Context: an optimization exercise on an open-source flow, tuned for small area. The choices shown serve that exercise and are no tape-out recipe.
Function was checked by simulation only, so behaviour that the tests miss may differ from the original.
Power figures rest on the tool's default switching activity, not on a simulated workload.

--- design/flow/config.mk ---
export PLATFORM = sky130hd
export DESIGN_NAME = ambient_light_backlight_controller
export DESIGN_NICKNAME = ambient_light_backlight_controller
export VERILOG_FILES = /design/flow/design.v
export SDC_FILE = /design/flow/constraint.sdc
export NUM_CORES = 4
export LEC_CHECK = 0
export CAP_MARGIN = 20
export CORE_MARGIN = 2
export CORE_UTILIZATION = 40
export SLEW_MARGIN = 20
--- design/flow/constraint.sdc ---
create_clock -name core_clock -period 10.0 [get_ports {clock}]
set_input_delay 2.0000 -clock core_clock [delete_from_list [all_inputs] [get_ports {clock}]]
set_output_delay 2.0000 -clock core_clock [all_outputs]
set_load 0.01 [all_outputs]
--- design/flow/design.v ---
package als_pkg;
   localparam int LEVEL_W = 10;
   typedef enum logic [2:0] {
      CSR_ALPHA_UP        = 3'd0,
      CSR_ALPHA_DOWN      = 3'd1,
      CSR_CURVE_MIDPOINT  = 3'd2,
      CSR_HYSTERESIS_BAND = 3'd3,
      CSR_RAMP_SHIFT      = 3'd4,
      CSR_MIN_LEVEL       = 3'd5,
      CSR_MAX_LEVEL       = 3'd6
   } als_csr_type;
   localparam logic [7:0]  ALPHA_UP_RST   = 8'd77;
   localparam logic [7:0]  ALPHA_DOWN_RST = 8'd20;
   localparam logic [9:0]  MIDPOINT_RST   = 10'd50;
   localparam logic [5:0]  BAND_RST       = 6'd6;
   localparam logic [2:0]  SHIFT_RST      = 3'd3;
   localparam logic [9:0]  MIN_LEVEL_RST  = 10'd2;
   localparam logic [9:0]  MAX_LEVEL_RST  = 10'd510;
   localparam logic [7:0]  SLIDER_RST     = 8'd128;
   localparam logic [7:0]  SLIDER_FULL    = 8'd255;
   typedef struct packed {
      logic wr_en;
      logic clear;
      logic start;
   } als_win_ctl_type;
   function automatic logic [LEVEL_W-1:0] als_clamp(input logic signed [12:0] v,
                                                    input logic [LEVEL_W-1:0] lo,
                                                    input logic [LEVEL_W-1:0] hi);
      logic [LEVEL_W-1:0] r;
      if (v < $signed({3'b000, lo})) begin
         r = lo;
      end else if (v > $signed({3'b000, hi})) begin
         r = hi;
      end else begin
         r = v[LEVEL_W-1:0];
      end
      als_clamp = r;
   endfunction
endpackage
module ambient_light_backlight_controller #(
   parameter int WINDOW_SIZE = 5,
   parameter int LUX_BITS    = 16
) (
   input  logic       clock,
   input  logic       reset,
   input  logic        req_valid,
   output logic        req_ready,
   input  logic        req_kind,
   input  logic [15:0] req_lux_sample,
   input  logic        req_auto_mode,
   input  logic        req_slider_valid,
   input  logic [7:0]  req_slider_level,
   output logic        rsp_valid,
   input  logic        rsp_ready,
   output logic [9:0]  rsp_backlight_level,
   output logic        rsp_level_written,
   output logic [9:0]  rsp_target_level,
   output logic [15:0] rsp_filtered_lux,
   input  logic       csr_wr_en,
   input  logic [2:0] csr_index,
   input  logic [9:0] csr_wr_data
);
   typedef enum logic [4:0] {
      S_IDLE, S_SAMP, S_MEDC, S_FLOAD, S_CMP, S_EMA, S_SPAN, S_D255, S_SMAP,
      S_DIV, S_OFFC, S_TGT, S_TGT2, S_GUPD, S_DIST, S_PREROT, S_RAMP, S_MSMAP,
      S_ACC
   } st_t;
   logic [7:0]  alpha_up_ff, alpha_down_ff;
   logic [9:0]  midpoint_ff;
   logic [5:0]  band_ff;
   logic [2:0]  shift_ff;
   logic [9:0]  min_ff, max_ff;
   st_t         state_ff;
   logic [3:0]  ph_ff;         
   logic [5:0]  cnt_ff;        
   logic [3:0]  pass_ff;       
   logic [2:0]  count_ff;      
   logic        lm_ff, lmv_ff;
   logic        lsv_ff;
   logic [7:0]  lsl_ff;
   logic [7:0]  man_ff;
   logic        cv_ff;
   logic        wr_ff;
   logic        rspv_ff;
   logic [15:0] w0, w1, w2, w3, w4;
   logic [23:0] f_ff;
   logic [17:0] r_ff;
   logic [9:0]  q_ff;
   logic [10:0] off_ff;
   logic [9:0]  goal_ff;
   logic [9:0]  cur_ff;
   logic [7:0]  acc_ff;
   logic g01, g02, g03, g04, g12, g13, g14, g23, g24, g34;
   logic mcar_ff;
   logic k1, k2, k3, k4, k5, k6, k7;
   logic [1:0] d_ff;
   logic up_ff, neg_ff, lt_ff, ltm_ff, gtm_ff, nz_ff, gtc_ff, eqc_ff;
   logic auto_m, mc, capture;
   logic [7:0] sw;
   assign auto_m  = req_auto_mode;
   assign mc      = !lmv_ff || (req_auto_mode != lm_ff);
   assign capture = req_auto_mode && req_slider_valid && lsv_ff && !mc &&
                    (req_slider_level != lsl_ff);
   assign sw      = req_slider_valid ? req_slider_level : man_ff;
   logic [5:0] bi;
   logic [3:0] mi;
   logic [15:0] min_x, max_x, mid_x, band_x;
   logic min_b, max_b, mid_b, band_b, maxd_b;
   assign bi     = (state_ff == S_DIV) ? (cnt_ff - 6'd8) : cnt_ff;
   assign mi     = 4'd9 - pass_ff;
   assign min_x  = {6'd0, min_ff};
   assign max_x  = {6'd0, max_ff};
   assign mid_x  = {6'd0, midpoint_ff};
   assign band_x = {10'd0, band_ff};
   assign min_b  = (bi[5:4] == 2'b00) && min_x[bi[3:0]];
   assign max_b  = (bi[5:4] == 2'b00) && max_x[bi[3:0]];
   assign mid_b  = (bi[5:4] == 2'b00) && mid_x[bi[3:0]];
   assign band_b = (bi[5:4] == 2'b00) && band_x[bi[3:0]];
   assign maxd_b = max_x[mi];
   logic [2:0] ceff;
   logic [4:0] vld;
   logic [2:0] rk0, rk1, rk2, rk3, rk4;
   logic [2:0] klo, khi;
   logic [4:0] taps, sel_lo, sel_hi;
   logic lo_b, hi_b, med_b, m_b;
   assign ceff = mc ? 3'd0 : count_ff;
   assign vld  = {ceff > 3'd4, ceff > 3'd3, ceff > 3'd2, ceff > 3'd1, ceff > 3'd0};
   assign rk0 = 3'(vld[1] & g01) + 3'(vld[2] & g02) + 3'(vld[3] & g03) + 3'(vld[4] & g04);
   assign rk1 = 3'(vld[0] & !g01) + 3'(vld[2] & g12) + 3'(vld[3] & g13) + 3'(vld[4] & g14);
   assign rk2 = 3'(vld[0] & !g02) + 3'(vld[1] & !g12) + 3'(vld[3] & g23) + 3'(vld[4] & g24);
   assign rk3 = 3'(vld[0] & !g03) + 3'(vld[1] & !g13) + 3'(vld[2] & !g23) + 3'(vld[4] & g34);
   assign rk4 = 3'(vld[0] & !g04) + 3'(vld[1] & !g14) + 3'(vld[2] & !g24) + 3'(vld[3] & !g34);
   assign klo = (ceff - 3'd1) >> 1;
   assign khi = ceff >> 1;
   assign sel_lo = vld & {rk4 == klo, rk3 == klo, rk2 == klo, rk1 == klo, rk0 == klo};
   assign sel_hi = vld & {rk4 == khi, rk3 == khi, rk2 == khi, rk1 == khi, rk0 == khi};
   assign taps   = {w4[0], w3[0], w2[0], w1[0], w0[0]};
   assign lo_b   = |(sel_lo & taps);
   assign hi_b   = |(sel_hi & taps);
   assign med_b  = (ph_ff == 4'd0) ? mcar_ff : (lo_b ^ hi_b ^ mcar_ff);
   assign m_b    = (cnt_ff < 6'd8) ? (cnt_ff == 6'd7) : med_b;
   logic [7:0] mul_p;
   logic [7:0] acc_e;
   logic       mul_s;
   logic [8:0] mul_sum;
   assign mul_p   = (state_ff == S_EMA) ? (up_ff ? alpha_up_ff : alpha_down_ff) : sw;
   assign acc_e   = (cnt_ff == 6'd0) ? ((state_ff == S_SPAN) ? 8'd1 : 8'd0) : acc_ff;
   assign mul_sum = {1'b0, acc_e} + (mul_s ? {1'b0, mul_p} : 9'd0);
   logic first;        
   logic active;       
   logic last;         
   logic f_sh, r_sh, q_sh, off_sh, goal_sh, cur_sh;
   logic f23_in, f15_in, r_in, q_in, off_in, goal_in, cur_in;
   logic nk1, nk2, nk3, nk4, nk5, nk6, nk7;
   logic [1:0] nd;
   logic nup, nneg, nlt, nltm, ngtm, nnz, ngtc, neqc;
   logic k1e, k2e;
   logic ph9_state;
   assign ph9_state = (state_ff == S_FLOAD) || (state_ff == S_CMP) || (state_ff == S_EMA);
   assign first     = (cnt_ff == 6'd0);
   assign active    = !ph9_state || !first || (ph_ff == 4'd9);
   assign k1e = first ? 1'b0 : k1;
   assign k2e = first ? 1'b0 : k2;
   function automatic logic maj(input logic a, input logic b, input logic c);
      maj = (a & b) | (a & c) | (b & c);
   endfunction
   function automatic logic bor(input logic a, input logic b, input logic c);
      bor = (!a & b) | (!a & c) | (b & c);
   endfunction
   logic a_x, b_x, s_x, t_x, g_x, c_x, st_x, au_x, ox_x;
   logic fl, d2x, dD, sD, rr, xx, xd, aa, tt, qd, dbit, nq;
   logic [2:0] tot;
   logic [5:0] rem_i;
   logic z8;
   assign z8 = (cnt_ff == 6'd8);
   always_comb begin
      f_sh = 1'b0; r_sh = 1'b0; q_sh = 1'b0; off_sh = 1'b0; goal_sh = 1'b0; cur_sh = 1'b0;
      f23_in  = f_ff[0];
      f15_in  = f_ff[16];
      r_in    = r_ff[0];
      q_in    = q_ff[0];
      off_in  = off_ff[0];
      goal_in = goal_ff[0];
      cur_in  = cur_ff[0];
      nk1 = k1; nk2 = k2; nk3 = k3; nk4 = k4; nk5 = k5; nk6 = k6; nk7 = k7;
      nd = d_ff;
      nup = up_ff; nneg = neg_ff; nlt = lt_ff; nltm = ltm_ff; ngtm = gtm_ff;
      nnz = nz_ff; ngtc = gtc_ff; neqc = eqc_ff;
      mul_s = 1'b0;
      a_x = 1'b0; b_x = 1'b0; s_x = 1'b0; t_x = 1'b0; g_x = 1'b0; c_x = 1'b0;
      st_x = 1'b0; au_x = 1'b0; ox_x = 1'b0;
      fl = 1'b0; d2x = 1'b0; dD = 1'b0; sD = 1'b0; rr = 1'b0; xx = 1'b0; xd = 1'b0;
      aa = 1'b0; tt = 1'b0; qd = 1'b0; dbit = 1'b0; nq = 1'b0;
      tot = 3'd0;
      rem_i = 6'd0;
      last = 1'b0;
      unique case (state_ff)
         S_MEDC: begin
            if (max_b != min_b) nneg = min_b;
            else if (first)     nneg = 1'b0;
            last = (cnt_ff == 6'd15);
         end
         S_FLOAD: begin
            if (active) begin
               f_sh   = 1'b1;
               f23_in = m_b;
            end
            last = (cnt_ff == 6'd23);
         end
         S_CMP: begin
            if (active) begin
               f_sh = 1'b1;
               if (m_b != f_ff[0]) nup = m_b;
               else if (first)     nup = 1'b0;
            end
            last = (cnt_ff == 6'd23);
         end
         S_EMA: begin
            if (active) begin
               f_sh = 1'b1;
               a_x  = up_ff ? m_b : f_ff[0];
               b_x  = up_ff ? f_ff[0] : m_b;
               s_x  = a_x ^ b_x ^ k1e;
               nk1  = bor(a_x, b_x, k1e);
               mul_s = (cnt_ff < 6'd24) && s_x;
               if (cnt_ff >= 6'd8 && cnt_ff < 6'd32) begin
                  c_x    = (cnt_ff == 6'd8) ? 1'b0 : k2;
                  f15_in = f_ff[16] ^ mul_sum[0] ^ c_x;
                  nk2    = up_ff ? maj(f_ff[16], mul_sum[0], c_x)
                                 : bor(f_ff[16], mul_sum[0], c_x);
               end
            end
            last = (cnt_ff == 6'd47);
         end
         S_SPAN: begin
            a_x   = neg_ff ? min_b : max_b;
            b_x   = neg_ff ? max_b : min_b;
            s_x   = a_x ^ b_x ^ k1e;
            nk1   = bor(a_x, b_x, k1e);
            mul_s = (cnt_ff < 6'd10) && s_x;
            r_sh  = 1'b1;
            r_in  = mul_sum[0];
            last  = (cnt_ff == 6'd17);
         end
         S_D255: begin
            r_sh = 1'b1;
            tot  = 3'((cnt_ff < 6'd18) && r_ff[0]) +
                   3'((cnt_ff >= 6'd8) && (cnt_ff < 6'd26) && r_ff[10]) +
                   3'((cnt_ff >= 6'd16) && r_ff[2]) +
                   (first ? 3'd0 : {1'b0, k2, k1});
            nk1  = tot[1];
            nk2  = tot[2];
            if (cnt_ff >= 6'd24) begin
               q_sh = 1'b1;
               q_in = tot[0];
            end
            last = (cnt_ff == 6'd33);
         end
         S_SMAP, S_MSMAP: begin
            q_sh = (cnt_ff < 6'd10);
            a_x  = (cnt_ff < 6'd10) && q_ff[0];
            s_x  = min_b ^ a_x ^ k1e;
            nk1  = neg_ff ? bor(min_b, a_x, k1e) : maj(min_b, a_x, k1e);
            if (state_ff == S_SMAP) begin
               off_sh = 1'b1;
               off_in = (cnt_ff < 6'd10) && s_x;
               last   = (cnt_ff == 6'd10);
            end else begin
               cur_sh  = 1'b1;
               goal_sh = 1'b1;
               cur_in  = s_x;
               goal_in = s_x;
               neqc    = (first ? 1'b1 : eqc_ff) & (s_x == cur_ff[0]);
               last    = (cnt_ff == 6'd9);
            end
         end
         S_DIV: begin
            f_sh = (cnt_ff < 6'd24);
            if (cnt_ff >= 6'd8) begin
               r_sh = 1'b1;
               fl   = (cnt_ff < 6'd24) && f_ff[0];
               dD   = fl ^ mid_b ^ (z8 ? 1'b0 : k1);
               nk1  = maj(fl, mid_b, (z8 ? 1'b0 : k1));
               d2x   = (cnt_ff == 6'd8) ? 1'b0 : k2;    
               nk2  = dD;
               sD   = (pass_ff == 4'd0) ? 1'b0 : (d_ff == 2'd1) ? dD : (d_ff == 2'd2) ? d2x : 1'b0;
               rr   = (pass_ff != 4'd0) && r_ff[0];
               xx   = rr ^ sD ^ (z8 ? 1'b0 : k3);
               nk3  = bor(rr, sD, (z8 ? 1'b0 : k3));
               xd   = (cnt_ff == 6'd8) ? 1'b0 : k4;    
               nk4  = xx;
               aa   = maxd_b && fl && (pass_ff != 4'd10);
               tt   = xd ^ aa ^ (z8 ? 1'b0 : k5);
               nk5  = maj(xd, aa, (z8 ? 1'b0 : k5));
               r_in = tt;
               if (tt != dD)               nup  = tt;
               else if (cnt_ff == 6'd8)    nup  = 1'b1;
               if (tt != d2x)               nneg = tt;    
               else if (cnt_ff == 6'd8)    nneg = 1'b1;
            end
            if (cnt_ff >= 6'd8 && cnt_ff < 6'd18) begin
               q_sh = 1'b1;
               qd   = (cnt_ff == 6'd8) ? 1'b0 : k6;
               nk6  = q_ff[0];
               dbit = (cnt_ff == 6'd8) ? d_ff[0] : (cnt_ff == 6'd9) ? d_ff[1] : 1'b0;
               nq   = (pass_ff != 4'd0) && (qd ^ dbit ^ (z8 ? 1'b0 : k7));
               nk7  = maj(qd, dbit, (z8 ? 1'b0 : k7));
               q_in = nq;
               if (nq != min_b)            nlt = min_b;
               else if (cnt_ff == 6'd8)    nlt = 1'b0;
            end
            if (cnt_ff == 6'd25) begin
               nd = (f_ff[23:8] == 16'd0) ? 2'd0 : nneg ? 2'd2 : nup ? 2'd1 : 2'd0;
            end
            last = (cnt_ff == 6'd25) && (pass_ff == 4'd10);
         end
         S_OFFC: begin
            q_sh   = (cnt_ff < 6'd10);
            au_x   = (cnt_ff < 6'd10) && (lt_ff ? min_b : q_ff[0]);
            off_sh = 1'b1;
            off_in = off_ff[0] ^ au_x ^ k1e;
            nk1    = bor(off_ff[0], au_x, k1e);
            last   = (cnt_ff == 6'd10);
         end
         S_TGT: begin
            q_sh   = (cnt_ff < 6'd10);
            au_x   = (cnt_ff < 6'd10) && (lt_ff ? min_b : q_ff[0]);
            off_sh = (cnt_ff < 6'd11);
            off_in = !mc && off_ff[0];
            ox_x   = (cnt_ff < 6'd11) ? (!mc && off_ff[0]) : off_ff[10];
            s_x    = au_x ^ ox_x ^ k1e;
            nk1    = maj(au_x, ox_x, k1e);
            q_in   = s_x;
            if (cnt_ff == 6'd11) begin
               nltm = s_x | ltm_ff;
               ngtm = !s_x & gtm_ff;
            end else begin
               if (s_x != min_b)  nltm = min_b;
               else if (first)    nltm = 1'b0;
               if (s_x != max_b)  ngtm = s_x;
               else if (first)    ngtm = 1'b0;
            end
            last = (cnt_ff == 6'd11);
         end
         S_TGT2: begin
            q_sh    = (cnt_ff < 6'd10);
            goal_sh = (cnt_ff < 6'd10);
            t_x     = (cnt_ff < 6'd10) && (ltm_ff ? min_b : gtm_ff ? max_b : q_ff[0]);
            g_x     = (cnt_ff < 6'd10) && goal_ff[0];
            a_x     = g_x ^ band_b ^ k1e;            
            nk1     = maj(g_x, band_b, k1e);
            b_x     = t_x ^ band_b ^ k2e;            
            nk2     = maj(t_x, band_b, k2e);
            if (t_x != a_x)  nnz = t_x;
            else if (first)  nnz = 1'b0;
            if (g_x != b_x)  ngtc = g_x;
            else if (first)  ngtc = 1'b0;
            last = (cnt_ff == 6'd10);
         end
         S_GUPD: begin
            q_sh    = 1'b1;
            goal_sh = 1'b1;
            cur_sh  = 1'b1;
            t_x     = ltm_ff ? min_b : gtm_ff ? max_b : q_ff[0];
            g_x     = (mc || nz_ff || gtc_ff) ? t_x : goal_ff[0];
            goal_in = g_x;
            c_x     = cur_ff[0];
            if (g_x != c_x)  nup = g_x;
            else if (first)  nup = 1'b0;
            neqc = (first ? 1'b1 : eqc_ff) & (g_x == c_x);
            last = (cnt_ff == 6'd9);
         end
         S_DIST: begin
            goal_sh = 1'b1;
            cur_sh  = 1'b1;
            q_sh    = 1'b1;
            a_x     = up_ff ? goal_ff[0] : cur_ff[0];
            b_x     = up_ff ? cur_ff[0] : goal_ff[0];
            s_x     = a_x ^ b_x ^ k1e;
            nk1     = bor(a_x, b_x, k1e);
            q_in    = s_x;
            nnz     = (first ? 1'b0 : nz_ff) | (s_x && (cnt_ff[3:0] >= {1'b0, shift_ff}));
            last    = (cnt_ff == 6'd9);
         end
         S_PREROT: begin
            q_sh = (cnt_ff[2:0] != shift_ff);
         end
         S_RAMP: begin
            q_sh    = 1'b1;
            goal_sh = 1'b1;
            cur_sh  = 1'b1;
            rem_i   = cnt_ff + {3'd0, shift_ff};
            st_x    = nz_ff ? ((rem_i < 6'd10) && q_ff[0]) : first;
            c_x     = cur_ff[0];
            s_x     = c_x ^ st_x ^ k1e;
            nk1     = up_ff ? maj(c_x, st_x, k1e) : bor(c_x, st_x, k1e);
            cur_in  = !cv_ff ? goal_ff[0] : eqc_ff ? c_x : s_x;
            last    = (cnt_ff == 6'd9);
         end
         default: begin
         end
      endcase
   end
   assign req_ready = ((state_ff == S_SAMP) && (ph_ff == 4'd15)) || (state_ff == S_ACC);
   always_ff @(posedge clock) begin
      if (reset) begin
         alpha_up_ff   <= als_pkg::ALPHA_UP_RST;
         alpha_down_ff <= als_pkg::ALPHA_DOWN_RST;
         midpoint_ff   <= als_pkg::MIDPOINT_RST;
         band_ff       <= als_pkg::BAND_RST;
         shift_ff      <= als_pkg::SHIFT_RST;
         min_ff        <= als_pkg::MIN_LEVEL_RST;
         max_ff        <= als_pkg::MAX_LEVEL_RST;
      end else if (csr_wr_en) begin
         unique case (csr_index)
            als_pkg::CSR_ALPHA_UP:        alpha_up_ff   <= csr_wr_data[7:0];
            als_pkg::CSR_ALPHA_DOWN:      alpha_down_ff <= csr_wr_data[7:0];
            als_pkg::CSR_CURVE_MIDPOINT:  midpoint_ff   <= csr_wr_data;
            als_pkg::CSR_HYSTERESIS_BAND: band_ff       <= csr_wr_data[5:0];
            als_pkg::CSR_RAMP_SHIFT:      shift_ff      <= csr_wr_data[2:0];
            als_pkg::CSR_MIN_LEVEL:       min_ff        <= csr_wr_data;
            als_pkg::CSR_MAX_LEVEL:       max_ff        <= csr_wr_data;
            default: begin
            end
         endcase
      end
   end
   logic ins;
   assign ins = (state_ff == S_SAMP);
   always_ff @(posedge clock) begin
      w0 <= {ins ? req_lux_sample[ph_ff] : w0[0], w0[15:1]};
      w1 <= {ins ? w0[0] : w1[0], w1[15:1]};
      w2 <= {ins ? w1[0] : w2[0], w2[15:1]};
      w3 <= {ins ? w2[0] : w3[0], w3[15:1]};
      w4 <= {ins ? w3[0] : w4[0], w4[15:1]};
      mcar_ff <= (lo_b & hi_b) | ((lo_b ^ hi_b) & (ph_ff != 4'd0) & mcar_ff);
   end
   function automatic logic cmp_step(input logic a, input logic b, input logic g,
                                     input logic f);
      cmp_step = (a != b) ? a : (f ? 1'b0 : g);
   endfunction
   always_ff @(posedge clock) begin
      if (state_ff == S_MEDC) begin
         g01 <= cmp_step(w0[0], w1[0], g01, first);
         g02 <= cmp_step(w0[0], w2[0], g02, first);
         g03 <= cmp_step(w0[0], w3[0], g03, first);
         g04 <= cmp_step(w0[0], w4[0], g04, first);
         g12 <= cmp_step(w1[0], w2[0], g12, first);
         g13 <= cmp_step(w1[0], w3[0], g13, first);
         g14 <= cmp_step(w1[0], w4[0], g14, first);
         g23 <= cmp_step(w2[0], w3[0], g23, first);
         g24 <= cmp_step(w2[0], w4[0], g24, first);
         g34 <= cmp_step(w3[0], w4[0], g34, first);
      end
   end
   always_ff @(posedge clock) begin
      if (f_sh)    f_ff    <= {f23_in, f_ff[23:17], f15_in, f_ff[15:1]};
      if (r_sh)    r_ff    <= {r_in, r_ff[17:1]};
      if (q_sh)    q_ff    <= {q_in, q_ff[9:1]};
      if (off_sh)  off_ff  <= {off_in, off_ff[10:1]};
      if (goal_sh) goal_ff <= {goal_in, goal_ff[9:1]};
      if (cur_sh)  cur_ff  <= {cur_in, cur_ff[9:1]};
      if ((state_ff == S_EMA && active) || state_ff == S_SPAN) acc_ff <= mul_sum[8:1];
      k1 <= nk1; k2 <= nk2; k3 <= nk3; k4 <= nk4; k5 <= nk5; k6 <= nk6; k7 <= nk7;
      d_ff   <= nd;
      up_ff  <= nup;
      neg_ff <= nneg;
      lt_ff  <= nlt;
      ltm_ff <= nltm;
      gtm_ff <= ngtm;
      nz_ff  <= nnz;
      gtc_ff <= ngtc;
      eqc_ff <= neqc;
   end
   always_ff @(posedge clock) begin
      if (reset) begin
         state_ff <= S_IDLE;
         ph_ff    <= 4'd0;
         cnt_ff   <= 6'd0;
         pass_ff  <= 4'd0;
         count_ff <= 3'd0;
         lmv_ff   <= 1'b0;
         lsv_ff   <= 1'b0;
         man_ff   <= als_pkg::SLIDER_RST;
         cv_ff    <= 1'b0;
         rspv_ff  <= 1'b0;
      end else begin
         ph_ff <= ph_ff + 4'd1;
         if (rspv_ff && rsp_ready) rspv_ff <= 1'b0;
         if (active) cnt_ff <= cnt_ff + 6'd1;
         if (last) cnt_ff <= 6'd0;
         unique case (state_ff)
            S_IDLE: begin
               cnt_ff <= 6'd0;
               if ((ph_ff == 4'd15) && req_valid) begin
                  if (!req_kind) state_ff <= S_SAMP;
                  else if (!rspv_ff) state_ff <= S_MEDC;
               end
            end
            S_SAMP: begin
               if (ph_ff == 4'd15) begin
                  state_ff <= S_IDLE;
                  if (count_ff != 3'd5) count_ff <= count_ff + 3'd1;
               end
            end
            S_MEDC: begin
               if (last) state_ff <= mc ? S_FLOAD : auto_m ? S_CMP : S_SPAN;
            end
            S_FLOAD: begin
               if (last) state_ff <= auto_m ? S_DIV : S_SPAN;
               pass_ff <= 4'd0;
            end
            S_CMP: begin
               if (last) state_ff <= S_EMA;
            end
            S_EMA: begin
               if (last) state_ff <= capture ? S_SPAN : S_DIV;
               pass_ff <= 4'd0;
            end
            S_SPAN: begin
               if (last) state_ff <= S_D255;
            end
            S_D255: begin
               if (last) state_ff <= auto_m ? S_SMAP : S_MSMAP;
            end
            S_SMAP: begin
               if (last) state_ff <= S_DIV;
               pass_ff <= 4'd0;
            end
            S_DIV: begin
               if (cnt_ff == 6'd25) begin
                  cnt_ff  <= 6'd0;
                  pass_ff <= pass_ff + 4'd1;
               end
               if (last) state_ff <= capture ? S_OFFC : S_TGT;
            end
            S_OFFC: begin
               if (last) state_ff <= S_TGT;
            end
            S_TGT: begin
               if (last) state_ff <= S_TGT2;
            end
            S_TGT2: begin
               if (last) state_ff <= S_GUPD;
            end
            S_GUPD: begin
               if (last) state_ff <= S_DIST;
            end
            S_DIST: begin
               if (last) state_ff <= S_PREROT;
            end
            S_PREROT: begin
               if (cnt_ff[2:0] == shift_ff) begin
                  state_ff <= S_RAMP;
                  cnt_ff   <= 6'd0;
               end
            end
            S_RAMP: begin
               if (last) begin
                  state_ff <= S_ACC;
                  wr_ff    <= !cv_ff || !eqc_ff;
               end
            end
            S_MSMAP: begin
               if (last) begin
                  state_ff <= S_ACC;
                  wr_ff    <= !cv_ff || !neqc;
               end
            end
            S_ACC: begin
               state_ff <= S_IDLE;
               rspv_ff  <= 1'b1;
               cv_ff    <= 1'b1;
               lm_ff    <= req_auto_mode;
               lmv_ff   <= 1'b1;
               if (mc) count_ff <= 3'd0;
               lsv_ff   <= req_auto_mode && (req_slider_valid || (lsv_ff && !mc));
               if (req_auto_mode && req_slider_valid) lsl_ff <= req_slider_level;
               if (!req_auto_mode && req_slider_valid) man_ff <= req_slider_level;
            end
            default: begin
               state_ff <= S_IDLE;
            end
         endcase
      end
   end
   assign rsp_valid           = rspv_ff;
   assign rsp_backlight_level = cur_ff;
   assign rsp_level_written   = wr_ff;
   assign rsp_target_level    = goal_ff;
   assign rsp_filtered_lux    = f_ff[23:8];
endmodule
--- design/flow/run.sh ---
#!/bin/bash
# synth_recipe.tcl (not shown) runs the flow's synth.tcl, then flattens the netlist and writes it again
# the make line also repeats each setting of config.mk as NAME=value (left out here)
make -C /OpenROAD-flow-scripts/flow DESIGN_CONFIG=/design/flow/config.mk WORK_HOME=/design/flow/orfs CLKGATE_MAP_FILE= SYNTH_SCRIPT=/design/flow/synth_recipe.tcl finish
==> impl_metrics.env, run 1 <==
export IMPL_synth_top_cell_area_share_pct=26.4
export IMPL_ys_ff_latch=297
export IMPL_wl_microns=35600
export IMPL_fp_coreArea_sq_mm=0.0356
export IMPL_slew_headroom_pct=26.9
export IMPL_hold_class="register to register"
export IMPL_drive_above_1_share_pct=8.06
export IMPL_vias_per_cell=5.44
export IMPL_critical_path_top_delay_family="adder cells"
export IMPL_finalWorstPathRequiredPeriod_ns=9.12
export IMPL_cts_made_buffers=34
export IMPL_final_cell_area_sq_mm=0.0167
export IMPL_synth_edf_count=127
export IMPL_status="finished clean"
export IMPL_antennaDiodeCount=0
export IMPL_startpoint_type="input pin"
export IMPL_slew_violations=0
export IMPL_holdBufCountCts=0
export IMPL_dp_hpwl_microns=25300
export IMPL_synth_area_leaders="edfxtp_1, dfxtp_1, ha_1, nand2_1, a21oi_1"
export IMPL_cpPeakStageDelay_ns=0.57
export IMPL_setup_violations=0
export IMPL_critPathBufInv=2
export IMPL_cts_path_max_buffers=3
export IMPL_numClockSinks=297
export IMPL_fin_tns_setup_ns=0
export IMPL_rsz0062_at_grt="false"
export IMPL_yosysWarnings=1
export IMPL_drtAntennaViolNets=0
export IMPL_nNetsFinal=1570
export IMPL_power_density_mw_per_mm2=228
export IMPL_grt_util_met3_pct=3.32
export IMPL_cts_tree="built"
export IMPL_fin_util_pct=46.9
export IMPL_async_flop_share_pct=0
export IMPL_max_cap_violations=0
export IMPL_p_leak_nw=6.31
export IMPL_worst_slack_ns=0.876
export IMPL_worstPathRequired_ns=10.28
export IMPL_worst_pin_slew_ns=1.10
export IMPL_dr_pass1_iters=7
export IMPL_yosysUniqueCellTypes=80
export IMPL_endpoint_kind="register"
export IMPL_crit_arrival_ns=9.40
export IMPL_die_x_microns=194
export IMPL_ir_drop_v=0.000148
export IMPL_preCtsSetupSlack_ns=0.289
export IMPL_grt_max_degree=79
export IMPL_cts_root_buf="clkbuf_16"
export IMPL_syn_inst=1405
export IMPL_place_area_sq_mm=0.0155
export IMPL_fp_row_count=69
export IMPL_h_tree_depth=2
export IMPL_path_max_fanout=8
export IMPL_syn2layout_area_growth_pct=15.6
export IMPL_grt_first_pass_wirelength_microns=57100
export IMPL_busiest_layer="met2"
export IMPL_place_congestion=0.912
export IMPL_cts_resized=0
export IMPL_numPortBuffers=83
export IMPL_placedCellCount=1876
export IMPL_grt_pass1_vias=10200
export IMPL_grt_util_met2_pct=28.7
export IMPL_dieHeight_microns=194
export IMPL_clk_latency_ns=0.53
export IMPL_criticalPathCategory="input pin to register"
export IMPL_hold_viol=0
export IMPL_fillers=3338
export IMPL_cpMaxStageDelayCell="fa_1"
export IMPL_grt_overflow_total=0
export IMPL_synth_area_sq_mm=0.0144
export IMPL_drt_wirelength_per_cell_microns=18.4
export IMPL_synth_top_area_cell="edfxtp_1"
export IMPL_grtUsageMet1_pct=26.9
export IMPL_cpMostUsedCell="ha_1"
export IMPL_boundaryPins=84
export IMPL_drt_initial_drc_count=997
export IMPL_drc=0
export IMPL_synthFlopType="dfxtp_1"
export IMPL_die_area_sq_mm=0.0376
export IMPL_postCtsSetupRepairBufs=0
export IMPL_fmaxAchievable_mhz=110
export IMPL_finalNonFillerCells=1938
export IMPL_start_util_pct=40.6
export IMPL_timing_final_crit_share_pct=91.2
export IMPL_grt_total_usage_pct=19.0
export IMPL_yosysSeqAreaShare_pct=50.0
export IMPL_routed_via_count=10500
export IMPL_clkTransAtPathRegs_ns=0.06
export IMPL_finalClockSkew_ns=0.0195
export IMPL_antenna_found_initial=0
export IMPL_synth_fp_nets=1522
export IMPL_avgSynthCellArea_sq_um=10.3
==> cells by family (layout without fill, tap and decap cells) <==
logic type               Yosys count  in the layout  share of synthesized area, %
AO/OA/AOI/OAI                    281            281                          12.6
XOR/XNOR                          60             60                          3.64
adder cells (fa/ha/maj)           73             73                          7.30
buffers and inverters            141            213                          4.38
flip-flops                       297            297                          50.0
multiplexers                      63             63                          5.44
AND/OR/NAND/NOR                  490            490                          16.7
==> state kept, by name (all words and copies together) (netlist names), 11 cells and up <==
signal  flops
w4         16
off_ff     11
f_ff       24
w0         16
w3         16
w1         16
r_ff       18
w2         16
==> cells in the mapped netlist (8+ instances only) <==
| cell type | count |
|---|---|
| nand3_1 | 34 |
| inv_1 | 50 |
| buf_1 | 8 |
| o22ai_1 | 12 |
| buf_2 | 11 |
| nand3b_1 | 13 |
| a21oi_1 | 94 |
| and2_1 | 27 |
| and3_1 | 12 |
| dfxtp_1 | 170 |
| clkbuf_1 | 50 |
| a211o_1 | 13 |
| nor2_1 | 112 |
| o31ai_1 | 8 |
| nor4_1 | 9 |
| ha_1 | 53 |
| nor2b_1 | 45 |
| nor3b_1 | 8 |
| mux2i_1 | 38 |
| xor2_1 | 27 |
| a31oi_1 | 11 |
| nand2b_1 | 22 |
| nand2_1 | 151 |
| a211oi_1 | 27 |
| mux4_2 | 11 |
| xnor2_1 | 33 |
| buf_4 | 18 |
| fa_1 | 19 |
| nor3_1 | 26 |
| edfxtp_1 | 127 |
| mux2_2 | 14 |
| o21ai_0 | 51 |
==> per-layer routing <==
| layer | part of all wire, % | up-vias |
|---|---|---|
| li1 | - | 5059 |
| met1 | 45 | 5018 |
| met2 | 44 | 391 |
| met3 | 6.7 | 81 |
| met4 | 3.5 | 0 |
| met5 | 0 | - |
==> area by class of cell <==
class | instances | area, sq um | share of cell area (%)
clock buffer | 44 | 961 | 5.76
timing repair buffer | 102 | 973 | 5.83
multi-input combinational | 967 | 6620 | 39.6
clock inverter | 16 | 160 | 0.959
inverter | 51 | 191 | 1.15
tap | 461 | 577 | 3.45
sequential | 297 | 7220 | 43.2
==> per-stage QoR <==
stage | total power (W) | hold WS (ns)
finish | 0.00381 | 0.323
global route | 0.00402 | 0.328
floorplan | 0.00225 | 0.310
detailed placement | 0.00258 | 0.312
CTS | 0.00384 | 0.326
global placement | 0.00257 | 0.310
==> report_power, final <==
group / internal, W / leakage (nW) / switching [W] / total (W)
logic: 0.000395 / 3.23 / 0.000610 / 0.00101
registers: 0.00146 / 2.54 / 0.000114 / 0.00158
clock network: 0.000736 / 0.542 / 0.000496 / 0.00123
==> worst paths after layout <==
path | from | to | slack (ns) | cells past startpoint
min | w1[2]$_DFF_P_ | w1[1]$_DFF_P_ | 0.32 | 0
max | req_auto_mode | acc_ff[7]$_DFFE_PP_ | 0.88 | 34
max reg2reg | lm_ff$_DFFE_PP_ | acc_ff[7]$_DFFE_PP_ | 2.38 | 33
min reg2reg | w1[2]$_DFF_P_ | w1[1]$_DFF_P_ | 0.32 | 0
==> cell usage in the layout, fill, tap and decap left out, types with 5 or more instances in the layout <==
master / count
o211ai_1: 7
a211oi_1: 27
dfxtp_1: 170
nand3_1: 34
and2_1: 27
o21ai_0: 51
inv_1: 50
fa_1: 19
nor2_1: 111
nor3_1: 25
xnor2_1: 33
clkdlybuf4s50_1: 82
mux2_2: 14
clkinv_1: 5
nand2_1: 151
and3_1: 12
mux4_2: 11
mux2i_1: 38
o21bai_1: 6
o22ai_1: 12
nor3b_1: 8
or2_2: 5
a21o_1: 7
a31oi_1: 11
ha_1: 53
a21oi_1: 94
clkbuf_1: 5
nor2b_1: 45
clkbuf_16: 36
o31ai_1: 8
nor4_1: 9
edfxtp_1: 127
xor2_1: 27
buf_4: 17
nand3b_1: 13
a211o_1: 13
nand2b_1: 22
==> run 2: changes to the inputs <==
--- a/design/flow/design.v
+++ b/design/flow/design.v
@@ -91,5 +91,6 @@
    logic [9:0]  cur_ff;
    logic [7:0]  acc_ff;
-   logic g01, g02, g03, g04, g12, g13, g14, g23, g24, g34;
+   logic [4:0] blw_ff;
+   logic [2:0] lo_idx_ff, hi_idx_ff;
    logic mcar_ff;
    logic k1, k2, k3, k4, k5, k6, k7;
@@ -106,9 +107,11 @@
    logic [3:0] mi;
    logic [15:0] min_x, max_x, mid_x, band_x;
+   logic [9:0]  max_r;    
    logic min_b, max_b, mid_b, band_b, maxd_b;
-   assign bi     = (state_ff == S_DIV) ? (cnt_ff - 6'd8) : cnt_ff;
-   assign mi     = 4'd9 - pass_ff;
+   assign bi     = cnt_ff;
+   assign mi     = pass_ff;
    assign min_x  = {6'd0, min_ff};
    assign max_x  = {6'd0, max_ff};
+   always_comb for (int j = 0; j < 10; j++) max_r[j] = max_ff[9-j];
    assign mid_x  = {6'd0, midpoint_ff};
    assign band_x = {10'd0, band_ff};
@@ -117,25 +120,27 @@
    assign mid_b  = (bi[5:4] == 2'b00) && mid_x[bi[3:0]];
    assign band_b = (bi[5:4] == 2'b00) && band_x[bi[3:0]];
-   assign maxd_b = max_x[mi];
+   assign maxd_b = (mi < 4'd10) && max_r[mi];
    logic [2:0] ceff;
    logic [4:0] vld;
-   logic [2:0] rk0, rk1, rk2, rk3, rk4;
-   logic [2:0] klo, khi;
-   logic [4:0] taps, sel_lo, sel_hi;
-   logic lo_b, hi_b, med_b, m_b;
+   logic [2:0] klo, khi, rank;
+   logic [4:0] taps, blw_nx, tie;
+   logic cand, lo_b, hi_b, med_b, m_b;
    assign ceff = mc ? 3'd0 : count_ff;
    assign vld  = {ceff > 3'd4, ceff > 3'd3, ceff > 3'd2, ceff > 3'd1, ceff > 3'd0};
-   assign rk0 = 3'(vld[1] & g01) + 3'(vld[2] & g02) + 3'(vld[3] & g03) + 3'(vld[4] & g04);
-   assign rk1 = 3'(vld[0] & !g01) + 3'(vld[2] & g12) + 3'(vld[3] & g13) + 3'(vld[4] & g14);
-   assign rk2 = 3'(vld[0] & !g02) + 3'(vld[1] & !g12) + 3'(vld[3] & g23) + 3'(vld[4] & g24);
-   assign rk3 = 3'(vld[0] & !g03) + 3'(vld[1] & !g13) + 3'(vld[2] & !g23) + 3'(vld[4] & g34);
-   assign rk4 = 3'(vld[0] & !g04) + 3'(vld[1] & !g14) + 3'(vld[2] & !g24) + 3'(vld[3] & !g34);
-   assign klo = (ceff - 3'd1) >> 1;
-   assign khi = ceff >> 1;
-   assign sel_lo = vld & {rk4 == klo, rk3 == klo, rk2 == klo, rk1 == klo, rk0 == klo};
-   assign sel_hi = vld & {rk4 == khi, rk3 == khi, rk2 == khi, rk1 == khi, rk0 == khi};
-   assign taps   = {w4[0], w3[0], w2[0], w1[0], w0[0]};
-   assign lo_b   = |(sel_lo & taps);
-   assign hi_b   = |(sel_hi & taps);
+   assign klo  = (ceff - 3'd1) >> 1;
+   assign khi  = ceff >> 1;
+   assign taps = {w4[0], w3[0], w2[0], w1[0], w0[0]};
+   assign cand = taps[pass_ff[2:0]];
+   assign tie  = {pass_ff[2:0] > 3'd4, pass_ff[2:0] > 3'd3, pass_ff[2:0] > 3'd2,
+                  pass_ff[2:0] > 3'd1, pass_ff[2:0] > 3'd0};
+   always_comb begin
+      for (int j = 0; j < 5; j++) begin
+         blw_nx[j] = (taps[j] != cand) ? cand : ((ph_ff == 4'd0) ? tie[j] : blw_ff[j]);
+      end
+   end
+   assign rank = 3'(blw_nx[0] & vld[0]) + 3'(blw_nx[1] & vld[1]) + 3'(blw_nx[2] & vld[2]) +
+                 3'(blw_nx[3] & vld[3]) + 3'(blw_nx[4] & vld[4]);
+   assign lo_b = (ceff != 3'd0) && taps[lo_idx_ff];
+   assign hi_b = (ceff != 3'd0) && taps[hi_idx_ff];
    assign med_b  = (ph_ff == 4'd0) ? mcar_ff : (lo_b ^ hi_b ^ mcar_ff);
    assign m_b    = (cnt_ff < 6'd8) ? (cnt_ff == 6'd7) : med_b;
@@ -150,5 +155,5 @@
    logic active;       
    logic last;         
-   logic f_sh, r_sh, q_sh, off_sh, goal_sh, cur_sh;
+   logic f_sh, q_sh, off_sh, goal_sh, cur_sh;
    logic f23_in, f15_in, r_in, q_in, off_in, goal_in, cur_in;
    logic nk1, nk2, nk3, nk4, nk5, nk6, nk7;
@@ -172,8 +177,6 @@
    logic [2:0] tot;
    logic [5:0] rem_i;
-   logic z8;
-   assign z8 = (cnt_ff == 6'd8);
    always_comb begin
-      f_sh = 1'b0; r_sh = 1'b0; q_sh = 1'b0; off_sh = 1'b0; goal_sh = 1'b0; cur_sh = 1'b0;
+      f_sh = 1'b0; q_sh = 1'b0; off_sh = 1'b0; goal_sh = 1'b0; cur_sh = 1'b0;
       f23_in  = f_ff[0];
       f15_in  = f_ff[16];
@@ -199,5 +202,5 @@
             if (max_b != min_b) nneg = min_b;
             else if (first)     nneg = 1'b0;
-            last = (cnt_ff == 6'd15);
+            last = (ph_ff == 4'd15) && (pass_ff == 4'd4);
          end
          S_FLOAD: begin
@@ -239,10 +242,8 @@
             nk1   = bor(a_x, b_x, k1e);
             mul_s = (cnt_ff < 6'd10) && s_x;
-            r_sh  = 1'b1;
             r_in  = mul_sum[0];
             last  = (cnt_ff == 6'd17);
          end
          S_D255: begin
-            r_sh = 1'b1;
             tot  = 3'((cnt_ff < 6'd18) && r_ff[0]) +
                    3'((cnt_ff >= 6'd8) && (cnt_ff < 6'd26) && r_ff[10]) +
@@ -251,9 +252,9 @@
             nk1  = tot[1];
             nk2  = tot[2];
-            if (cnt_ff >= 6'd24) begin
+            if (cnt_ff >= 6'd24 && cnt_ff < 6'd34) begin
                q_sh = 1'b1;
                q_in = tot[0];
             end
-            last = (cnt_ff == 6'd33);
+            last = (cnt_ff == 6'd35);
          end
          S_SMAP, S_MSMAP: begin
@@ -277,41 +278,41 @@
          S_DIV: begin
             f_sh = (cnt_ff < 6'd24);
-            if (cnt_ff >= 6'd8) begin
-               r_sh = 1'b1;
-               fl   = (cnt_ff < 6'd24) && f_ff[0];
-               dD   = fl ^ mid_b ^ (z8 ? 1'b0 : k1);
-               nk1  = maj(fl, mid_b, (z8 ? 1'b0 : k1));
-               d2x   = (cnt_ff == 6'd8) ? 1'b0 : k2;    
+            if (cnt_ff < 6'd18) begin
+               fl   = (cnt_ff < 6'd16) && f_ff[8];
+               dD   = fl ^ mid_b ^ k1e;
+               nk1  = maj(fl, mid_b, k1e);
+               d2x  = k2e;                              
                nk2  = dD;
                sD   = (pass_ff == 4'd0) ? 1'b0 : (d_ff == 2'd1) ? dD : (d_ff == 2'd2) ? d2x : 1'b0;
                rr   = (pass_ff != 4'd0) && r_ff[0];
-               xx   = rr ^ sD ^ (z8 ? 1'b0 : k3);
-               nk3  = bor(rr, sD, (z8 ? 1'b0 : k3));
-               xd   = (cnt_ff == 6'd8) ? 1'b0 : k4;    
+               xx   = rr ^ sD ^ (first ? 1'b0 : k3);
+               nk3  = bor(rr, sD, (first ? 1'b0 : k3));
+               xd   = first ? 1'b0 : k4;                
                nk4  = xx;
-               aa   = maxd_b && fl && (pass_ff != 4'd10);
-               tt   = xd ^ aa ^ (z8 ? 1'b0 : k5);
-               nk5  = maj(xd, aa, (z8 ? 1'b0 : k5));
+               aa   = maxd_b && fl;
+               tt   = xd ^ aa ^ (first ? 1'b0 : k5);
+               nk5  = maj(xd, aa, (first ? 1'b0 : k5));
                r_in = tt;
-               if (tt != dD)               nup  = tt;
-               else if (cnt_ff == 6'd8)    nup  = 1'b1;
-               if (tt != d2x)               nneg = tt;    
-               else if (cnt_ff == 6'd8)    nneg = 1'b1;
+               if (tt != dD)   nup  = tt;
+               else if (first) nup  = 1'b1;
+               if (tt != d2x)  nneg = tt;               
+               else if (first) nneg = 1'b1;
+               nnz = (first ? 1'b0 : nz_ff) | fl;       
             end
-            if (cnt_ff >= 6'd8 && cnt_ff < 6'd18) begin
+            if (cnt_ff < 6'd10) begin
                q_sh = 1'b1;
-               qd   = (cnt_ff == 6'd8) ? 1'b0 : k6;
+               qd   = first ? 1'b0 : k6;
                nk6  = q_ff[0];
-               dbit = (cnt_ff == 6'd8) ? d_ff[0] : (cnt_ff == 6'd9) ? d_ff[1] : 1'b0;
-               nq   = (pass_ff != 4'd0) && (qd ^ dbit ^ (z8 ? 1'b0 : k7));
-               nk7  = maj(qd, dbit, (z8 ? 1'b0 : k7));
+               dbit = (cnt_ff == 6'd0) ? d_ff[0] : (cnt_ff == 6'd1) ? d_ff[1] : 1'b0;
+               nq   = (pass_ff != 4'd0) && (qd ^ dbit ^ (first ? 1'b0 : k7));
+               nk7  = maj(qd, dbit, (first ? 1'b0 : k7));
                q_in = nq;
-               if (nq != min_b)            nlt = min_b;
-               else if (cnt_ff == 6'd8)    nlt = 1'b0;
+               if (nq != min_b)  nlt = min_b;
+               else if (first)   nlt = 1'b0;
             end
-            if (cnt_ff == 6'd25) begin
-               nd = (f_ff[23:8] == 16'd0) ? 2'd0 : nneg ? 2'd2 : nup ? 2'd1 : 2'd0;
+            if (cnt_ff == 6'd17) begin
+               nd = !nnz ? 2'd0 : nneg ? 2'd2 : nup ? 2'd1 : 2'd0;
             end
-            last = (cnt_ff == 6'd25) && (pass_ff == 4'd10);
+            last = (cnt_ff == 6'd35) && (pass_ff == 4'd10);
          end
          S_OFFC: begin
@@ -436,30 +437,19 @@
       mcar_ff <= (lo_b & hi_b) | ((lo_b ^ hi_b) & (ph_ff != 4'd0) & mcar_ff);
    end
-   function automatic logic cmp_step(input logic a, input logic b, input logic g,
-                                     input logic f);
-      cmp_step = (a != b) ? a : (f ? 1'b0 : g);
-   endfunction
    always_ff @(posedge clock) begin
-      if (state_ff == S_MEDC) begin
-         g01 <= cmp_step(w0[0], w1[0], g01, first);
-         g02 <= cmp_step(w0[0], w2[0], g02, first);
-         g03 <= cmp_step(w0[0], w3[0], g03, first);
-         g04 <= cmp_step(w0[0], w4[0], g04, first);
-         g12 <= cmp_step(w1[0], w2[0], g12, first);
-         g13 <= cmp_step(w1[0], w3[0], g13, first);
-         g14 <= cmp_step(w1[0], w4[0], g14, first);
-         g23 <= cmp_step(w2[0], w3[0], g23, first);
-         g24 <= cmp_step(w2[0], w4[0], g24, first);
-         g34 <= cmp_step(w3[0], w4[0], g34, first);
+      blw_ff <= blw_nx;
+      if ((state_ff == S_MEDC) && (ph_ff == 4'd15) && vld[pass_ff[2:0]]) begin
+         if (rank == klo) lo_idx_ff <= pass_ff[2:0];
+         if (rank == khi) hi_idx_ff <= pass_ff[2:0];
       end
    end
    always_ff @(posedge clock) begin
       if (f_sh)    f_ff    <= {f23_in, f_ff[23:17], f15_in, f_ff[15:1]};
-      if (r_sh)    r_ff    <= {r_in, r_ff[17:1]};
+      r_ff <= {r_in, r_ff[17:1]};
       if (q_sh)    q_ff    <= {q_in, q_ff[9:1]};
       if (off_sh)  off_ff  <= {off_in, off_ff[10:1]};
       if (goal_sh) goal_ff <= {goal_in, goal_ff[9:1]};
       if (cur_sh)  cur_ff  <= {cur_in, cur_ff[9:1]};
-      if ((state_ff == S_EMA && active) || state_ff == S_SPAN) acc_ff <= mul_sum[8:1];
+      acc_ff <= mul_sum[8:1];
       k1 <= nk1; k2 <= nk2; k3 <= nk3; k4 <= nk4; k5 <= nk5; k6 <= nk6; k7 <= nk7;
       d_ff   <= nd;
@@ -492,5 +482,6 @@
          unique case (state_ff)
             S_IDLE: begin
-               cnt_ff <= 6'd0;
+               cnt_ff  <= 6'd0;
+               pass_ff <= 4'd0;
                if ((ph_ff == 4'd15) && req_valid) begin
                   if (!req_kind) state_ff <= S_SAMP;
@@ -505,4 +496,5 @@
             end
             S_MEDC: begin
+               if (ph_ff == 4'd15) pass_ff <= pass_ff + 4'd1;
                if (last) state_ff <= mc ? S_FLOAD : auto_m ? S_CMP : S_SPAN;
             end
@@ -529,5 +521,5 @@
             end
             S_DIV: begin
-               if (cnt_ff == 6'd25) begin
+               if (cnt_ff == 6'd35) begin
                   cnt_ff  <= 6'd0;
                   pass_ff <= pass_ff + 4'd1;
--- a/design/flow/config.mk
+++ b/design/flow/config.mk
@@ -6,6 +6,9 @@
 export NUM_CORES = 4
 export LEC_CHECK = 0
+export ABC_AREA = 1
 export CAP_MARGIN = 20
 export CORE_MARGIN = 2
 export CORE_UTILIZATION = 40
+export CTS_BUF_LIST = sky130_fd_sc_hd__clkbuf_4
+export CTS_CLUSTER_SIZE = 30
 export SLEW_MARGIN = 20
==> run 2 against run 1 <==
Compared with the run above:
- power rose by 3.1%
- worst hold slack lost 0.016 ns
- critical endpoint is now acc_ff[6]$_DFF_P_
- synthesized cell count rose by 6.3%
- die area down 8.2%
- non-clock buffer count is 12 lower
- sequential power is 9% higher
- global-route usage grew 1.3 points
- combinational power up 15%
- utilization up 0.47 points
- sequential share of layout area is 1.7 points higher
==> impl_metrics.env, run 2 <==
export IMPL_yosysWarnings=1
export IMPL_criticalPathCategory="input pin to register"
export IMPL_dp_hpwl_microns=24700
export IMPL_worstPathRequired_ns=10.63
export IMPL_synthFlopType="dfxtp_1"
export IMPL_max_cap_violations=0
export IMPL_drtAntennaViolNets=0
export IMPL_grt_total_usage_pct=20.3
export IMPL_synth_top_area_cell="dfxtp_1"
export IMPL_drt_initial_drc_count=804
export IMPL_finalClockSkew_ns=0.0549
export IMPL_numClockSinks=298
export IMPL_die_area_sq_mm=0.0345
export IMPL_vias_per_cell=5.00
export IMPL_cpPeakStageDelay_ns=0.64
export IMPL_die_x_microns=186
export IMPL_cts_root_buf="clkbuf_4"
export IMPL_nNetsFinal=1720
export IMPL_synth_top_cell_area_share_pct=30.4
export IMPL_drive_above_1_share_pct=12.2
export IMPL_cts_made_buffers=80
export IMPL_syn2layout_area_growth_pct=16.6
export IMPL_busiest_layer="met2"
export IMPL_h_tree_depth=3
export IMPL_rsz0062_at_grt="false"
export IMPL_clk_latency_ns=0.74
export IMPL_yosysMostFrequentCell="nand2_1"
export IMPL_ir_drop_v=0.0000898
export IMPL_fin_tns_setup_ns=0
export IMPL_cts_path_max_buffers=3
export IMPL_cts_resized=0
export IMPL_drt_wirelength_per_cell_microns=16.2
export IMPL_grt_pass1_vias=10300
export IMPL_multiInputGateArea_sq_mm=0.00534
export IMPL_start_util_pct=40.6
export IMPL_grt_overflow_total=0
export IMPL_setup_violations=0
export IMPL_wl_microns=34400
export IMPL_timing_final_crit_share_pct=68.9
export IMPL_reg_top3="f_ff x24, r_ff x18"
export IMPL_clkTransAtPathRegs_ns=0.06
export IMPL_grt_util_met2_pct=31.6
export IMPL_fp_row_count=66
export IMPL_hold_viol=0
export IMPL_final_common_cell="nand2_1"
export IMPL_p_leak_nw=6.59
export IMPL_synth_area_sq_mm=0.0132
export IMPL_hold_class="register to register"
export IMPL_max_flop_register="f_ff"
export IMPL_antenna_found_initial=1
export IMPL_fp_coreArea_sq_mm=0.0325
export IMPL_ys_ff_latch=298
export IMPL_power_density_mw_per_mm2=255
export IMPL_slew_headroom_pct=35.2
export IMPL_register_area_sq_mm=0.00694
export IMPL_yosysSeqAreaShare_pct=52.5
export IMPL_grt_first_pass_wirelength_microns=54400
export IMPL_cpMaxStageDelayCell="clkdlybuf4s50_1"
export IMPL_yosysUniqueCellTypes=59
export IMPL_dieHeight_microns=186
export IMPL_place_congestion=0.955
export IMPL_grt_util_met3_pct=4.32
export IMPL_avgSynthCellArea_sq_um=8.86
export IMPL_worst_pin_slew_ns=0.967
export IMPL_endpoint_kind="register"
export IMPL_synth_edf_count=97
export IMPL_fmaxAchievable_mhz=145
export IMPL_largest_reg_flops=24
export IMPL_boundaryPins=84
export IMPL_grtUsageMet1_pct=27.3
export IMPL_grt_max_degree=74
export IMPL_final_cell_mix="nand2_1, nor2_1, dfxtp_1"
export IMPL_startpoint_type="input pin"
export IMPL_synth_fp_nets=1597
export IMPL_postCtsSetupRepairBufs=0
export IMPL_status="finished clean"
export IMPL_path_max_fanout=8
export IMPL_dr_pass1_iters=6
export IMPL_synth_area_leaders="dfxtp_1, edfxtp_1, nand2_1, nor2_1, o21ai_0"
export IMPL_routed_via_count=10600
export IMPL_syn_inst=1493
export IMPL_drc=0
export IMPL_cts_tree="built"
export IMPL_async_flop_share_pct=0
export IMPL_holdBufCountCts=0
export IMPL_crit_arrival_ns=7.52
export IMPL_cpMostUsedCell="a21oi_1"
export IMPL_fin_util_pct=47.4
export IMPL_numPortBuffers=83
export IMPL_fillers=3247
export IMPL_slew_violations=0
export IMPL_finalWorstPathRequiredPeriod_ns=6.89
export IMPL_yosys_top_cells_count="nand2_1, nor2_1, dfxtp_1, inv_1, o21ai_0"
-- run 2: changes by cell type after synthesis, sizes merged, moves of 26 or more --
cell	delta
inv	+131
nor2	+111
nand2	+82
o21ai	+72
nor2b	-45
mux2i	-37
a21oi	-35
nand3	+33
o211ai	+33
dfxtp	+31
edfxtp	-30
clkbuf	-27
and2	-26
-- run 2: where the power goes --
part / switching (W) / total (W) / internal (W)
Sequential: 0.000148 / 0.00172 / 0.00157
Combinational: 0.000772 / 0.00116 / 0.000387
Clock: 0.000523 / 0.00106 / 0.000536
Total: 0.00144 / 0.00393 / 0.00249
-- run 2: per-stage QoR --
| stage | setup WS, ns | hold WS, ns | cells | area (sq um) | total power (W) |
|---|---|---|---|---|---|
| floorplan | 3.89 | 0.310 | 1493 | 13200 | 0.00248 |
| global placement | 2.65 | 0.310 | 1976 | 14400 | 0.00287 |
| detailed placement | 2.47 | 0.312 | 1976 | 14400 | 0.00289 |
| CTS | 3.19 | 0.312 | 2120 | 15400 | 0.00398 |
| global route | 2.55 | 0.320 | 2121 | 15400 | 0.00421 |
| finish | 3.11 | 0.307 | 2121 | 15400 | 0.00393 |
-- run 2: per-layer routing --
layer	share of wire, %	routed length, microns
met1	46	15800
met2	45	15300
met3	6.5	2240
met4	3.0	1020
met5	0	0
-- run 2: path summary, 6_finish.rpt --
path	slack [ns]	startpoint	to	cells after the start
worst min-delay path	0.31	w0[4]$_DFF_P_	w0[3]$_DFF_P_	0
worst min register to register	0.31	w0[4]$_DFF_P_	w0[3]$_DFF_P_	0
worst max register to register	4.73	lm_ff$_DFFE_PP_	acc_ff[6]$_DFF_P_	30
worst max-delay path	3.11	req_auto_mode	acc_ff[6]$_DFF_P_	32
-- run 2: cells by family after synthesis --
| kind of cell | Yosys count | share of synthesized area [%] |
|---|---|---|
| AO/OA/AOI/OAI | 280 | 12.5 |
| multiplexers | 1 | 0.0757 |
| AND/OR/NAND/NOR | 592 | 19.3 |
| buffers and inverters | 235 | 7.23 |
| flip-flops | 298 | 52.5 |
| XOR/XNOR | 27 | 1.84 |
| adder cells (fa/ha/maj) | 60 | 6.57 |
-- run 2: cell type report --
type / count / area share (%)
Sequential cell: 298 / 45.0
Tap cell: 442 / 3.59
Multi-Input combinational cell: 960 / 34.6
Antenna cell: 1 / 0.0162
Clock inverter: 29 / 0.941
Timing Repair Buffer: 90 / 5.73
Clock buffer: 115 / 5.60
Inverter: 186 / 4.53
-- run 2: critical path, delay by kind of cell --
| kind | cells | cell delay [ns] |
|---|---|---|
| AO/OA/AOI/OAI | 10 | 1.59 |
| adder cells (fa/ha/maj) | 5 | 1.49 |
| buffers and inverters | 7 | 1.24 |
| AND/OR/NAND/NOR | 9 | 1.04 |
| XOR/XNOR | 1 | 0.15 |
==> run 3: changes to the inputs <==
--- a/design/flow/config.mk
+++ b/design/flow/config.mk
@@ -10,5 +10,3 @@
 export CORE_MARGIN = 2
 export CORE_UTILIZATION = 40
-export CTS_BUF_LIST = sky130_fd_sc_hd__clkbuf_4
-export CTS_CLUSTER_SIZE = 30
 export SLEW_MARGIN = 20
==> run 3 against run 2 <==
Compared with the run above:
- area after synthesis unchanged
- clock skew shrank 0.029 ns
- wire length down 2.3%
- critical path type unchanged
- global-route usage down 0.58 points
- synthesized cell count is the same
- sequential power about the same
- still clean on timing, DRC and antenna
- utilization rose by 0.73 points
==> impl_metrics.env, run 3 <==
export IMPL_status="finished clean"
export IMPL_ir_drop_v=0.000143
export IMPL_routed_via_count=10300
export IMPL_synth_area_leaders="dfxtp_1, edfxtp_1, nand2_1, nor2_1, o21ai_0"
export IMPL_drive_above_1_share_pct=8.52
export IMPL_ys_ff_latch=298
export IMPL_numPortBuffers=83
export IMPL_fmaxAchievable_mhz=142
export IMPL_cpPeakStageDelay_ns=0.64
export IMPL_reg_top3="f_ff x24, r_ff x18"
export IMPL_yosysWarnings=1
export IMPL_clkTransAtPathRegs_ns=0.06
export IMPL_fin_tns_setup_ns=0
export IMPL_die_area_sq_mm=0.0345
export IMPL_wl_microns=33600
export IMPL_synth_top_cell_area_share_pct=30.4
export IMPL_dp_hpwl_microns=24700
export IMPL_hold_viol=0
export IMPL_cts_root_buf="clkbuf_16"
export IMPL_path_max_fanout=8
export IMPL_place_congestion=0.955
export IMPL_synth_edf_count=97
export IMPL_final_common_cell="nand2_1"
export IMPL_antennaDiodeCount=0
export IMPL_ff2ff_setup_slack_ns=4.76
export IMPL_dieHeight_microns=186
export IMPL_antenna_found_initial=0
export IMPL_grt_pass1_vias=9894
export IMPL_cts_made_buffers=35
export IMPL_numClockSinks=298
export IMPL_cts_resized=0
export IMPL_synthFlopType="dfxtp_1"
export IMPL_setup_violations=0
export IMPL_cpMaxStageDelayCell="clkdlybuf4s50_1"
export IMPL_criticalPathCategory="input pin to register"
export IMPL_worstPathRequired_ns=10.44
export IMPL_grt_overflow_total=0
export IMPL_yosys_top_cells_count="nand2_1, nor2_1, dfxtp_1, inv_1, o21ai_0"
export IMPL_drt_wirelength_per_cell_microns=16.5
export IMPL_synth_top_area_cell="dfxtp_1"
export IMPL_vias_per_cell=5.06
export IMPL_h_tree_depth=2
export IMPL_drtAntennaViolNets=0
export IMPL_syn_inst=1493
export IMPL_rsz0062_at_grt="false"
export IMPL_cts_path_max_buffers=3
export IMPL_yosysUniqueCellTypes=59
export IMPL_endpoint_kind="register"
export IMPL_p_leak_nw=6.62
export IMPL_async_flop_share_pct=0
export IMPL_timing_final_crit_share_pct=70.5
export IMPL_final_cell_area_sq_mm=0.0157
export IMPL_grt_max_degree=74
export IMPL_grt_total_usage_pct=19.7
export IMPL_largest_reg_flops=24
export IMPL_die_x_microns=186
export IMPL_dr_pass1_iters=5
export IMPL_finalClockSkew_ns=0.0256
export IMPL_worst_pin_slew_ns=1.03
export IMPL_synth_fp_nets=1597
export IMPL_power_density_mw_per_mm2=270
export IMPL_slew_headroom_pct=30.8
export IMPL_final_cell_mix="nand2_1, nor2_1, dfxtp_1"
export IMPL_drc=0
export IMPL_place_area_sq_mm=0.0144
export IMPL_avgSynthCellArea_sq_um=8.86
export IMPL_synth_area_sq_mm=0.0132
export IMPL_cts_tree="built"
export IMPL_boundaryPins=84
export IMPL_yosysSeqAreaShare_pct=52.5
export IMPL_fp_coreArea_sq_mm=0.0325
export IMPL_nNetsFinal=1675
export IMPL_startpoint_type="input pin"
export IMPL_cpMostUsedCell="a21oi_1"
export IMPL_fp_row_count=66
export IMPL_slew_violations=0
export IMPL_grt_first_pass_wirelength_microns=53100
export IMPL_postCtsSetupRepairBufs=0
export IMPL_clk_latency_ns=0.52
export IMPL_drt_initial_drc_count=717
export IMPL_yosysMostFrequentCell="nand2_1"
export IMPL_start_util_pct=40.6
export IMPL_holdBufCountCts=0
export IMPL_max_flop_register="f_ff"
export IMPL_finalWorstPathRequiredPeriod_ns=7.05
export IMPL_hold_class="register to register"
export IMPL_syn2layout_area_growth_pct=18.4
export IMPL_crit_arrival_ns=7.50
export IMPL_max_cap_violations=0
run 3: area by class of cell:
class | count | area (sq um)
inverters | 186 | 698
flip-flops and latches | 298 | 6940
well taps | 442 | 553
clock inverters | 17 | 241
multi-input cells | 960 | 5340
repair buffers | 90 | 883
clock buffers | 45 | 1010
fillers | 3159 | 16900
run 3: routing by layer:
metal	vias to the layer above	track usage [%]	routed length (microns)	share of wire, %
met5	-	0	0	0
met4	0	6.55	953	2.8
met3	65	3.80	2140	6.4
met2	312	30.9	14900	44
met1	4825	27.3	15600	46
li1	5119	-	-	-
run 3: stage by stage:
step,worst slack [ns],power (W),utilization [%],cells,hold WS [ns]
floorplan,3.89,0.00248,-,1493,0.310
global placement,2.65,0.00287,44.3,1976,0.310
detailed placement,2.47,0.00289,44.3,1976,0.312
CTS,2.97,0.00426,48.1,2038,0.312
global route,2.32,0.00448,48.1,2038,0.325
finish,2.95,0.00422,48.1,2038,0.314
run 3: worst max-delay path: cells and delay by family:
| family | cells | cell delay, ns |
|---|---|---|
| adders and majority gates | 5 | 1.48 |
| buffers and inverters | 7 | 1.22 |
| xor gates and xnor gates | 1 | 0.15 |
| and+or+nand+nor | 9 | 1.02 |
| AOI/OAI and AO/OA | 10 | 1.57 |
run 3: power breakdown:
| part | internal [W] | total [W] | switching, W |
|---|---|---|---|
| logic | 0.000387 | 0.00116 | 0.000771 |
| clock network | 0.000846 | 0.00135 | 0.000503 |
| registers | 0.00157 | 0.00172 | 0.000147 |
| total | 0.00280 | 0.00422 | 0.00142 |
run 3: kinds of logic (layout without fill, tap and decap cells):
kind of cell,count (synthesis),in the layout,share of synthesized area (%)
multiplexers,1,1,0.0757
XOR/XNOR,27,27,1.84
flip-flops,298,298,52.5
AND/OR/NAND/NOR,592,592,19.3
AO/OA/AOI/OAI,280,280,12.5
buffers and inverters,235,338,7.23
adder cells (fa/ha/maj),60,60,6.57
run 3: final timing paths:
path,to,startpoint,cells after the start
min reg2reg,w0[0]$_DFF_P_,w0[1]$_DFF_P_,0
max reg2reg,acc_ff[6]$_DFF_P_,lm_ff$_DFFE_PP_,30
max,acc_ff[6]$_DFF_P_,req_auto_mode,32
min,w0[0]$_DFF_P_,w0[1]$_DFF_P_,0

==> port drivers added, routing unchanged <==
The results above use ideal ports. As a check the final layouts listed here were re-extracted and re-timed, cells and wires unchanged. Step 1, drivers: a clkbuf_16 drives clock and a buf_2 each remaining input, both assumed. Step 2 times the ports against the registers' clock, not the clock port: input delays grow and output delays shrink by t, the midpoint of the rising clock arrivals with the driver on. a / b / c = ideal / step 1 / step 2; a / b = the first two.
| run | t (ns) | setup WS [ns] | pins driven straight from the clock port |
|---|---|---|---|
| run 1 | 0.571 | 0.876 / 0.904 / 0.333 | 1 |
| run 2 | 0.758 | 3.109 / 3.117 / 2.360 | 1 |
| run 3 | 0.556 | 2.946 / 2.959 / 2.403 | 1 |
After both steps setup and hold are still met in every run listed. For run 2, which loses most, drivers alone change the setup slack by +0.008 ns; drivers and shift together by -0.749 ns.
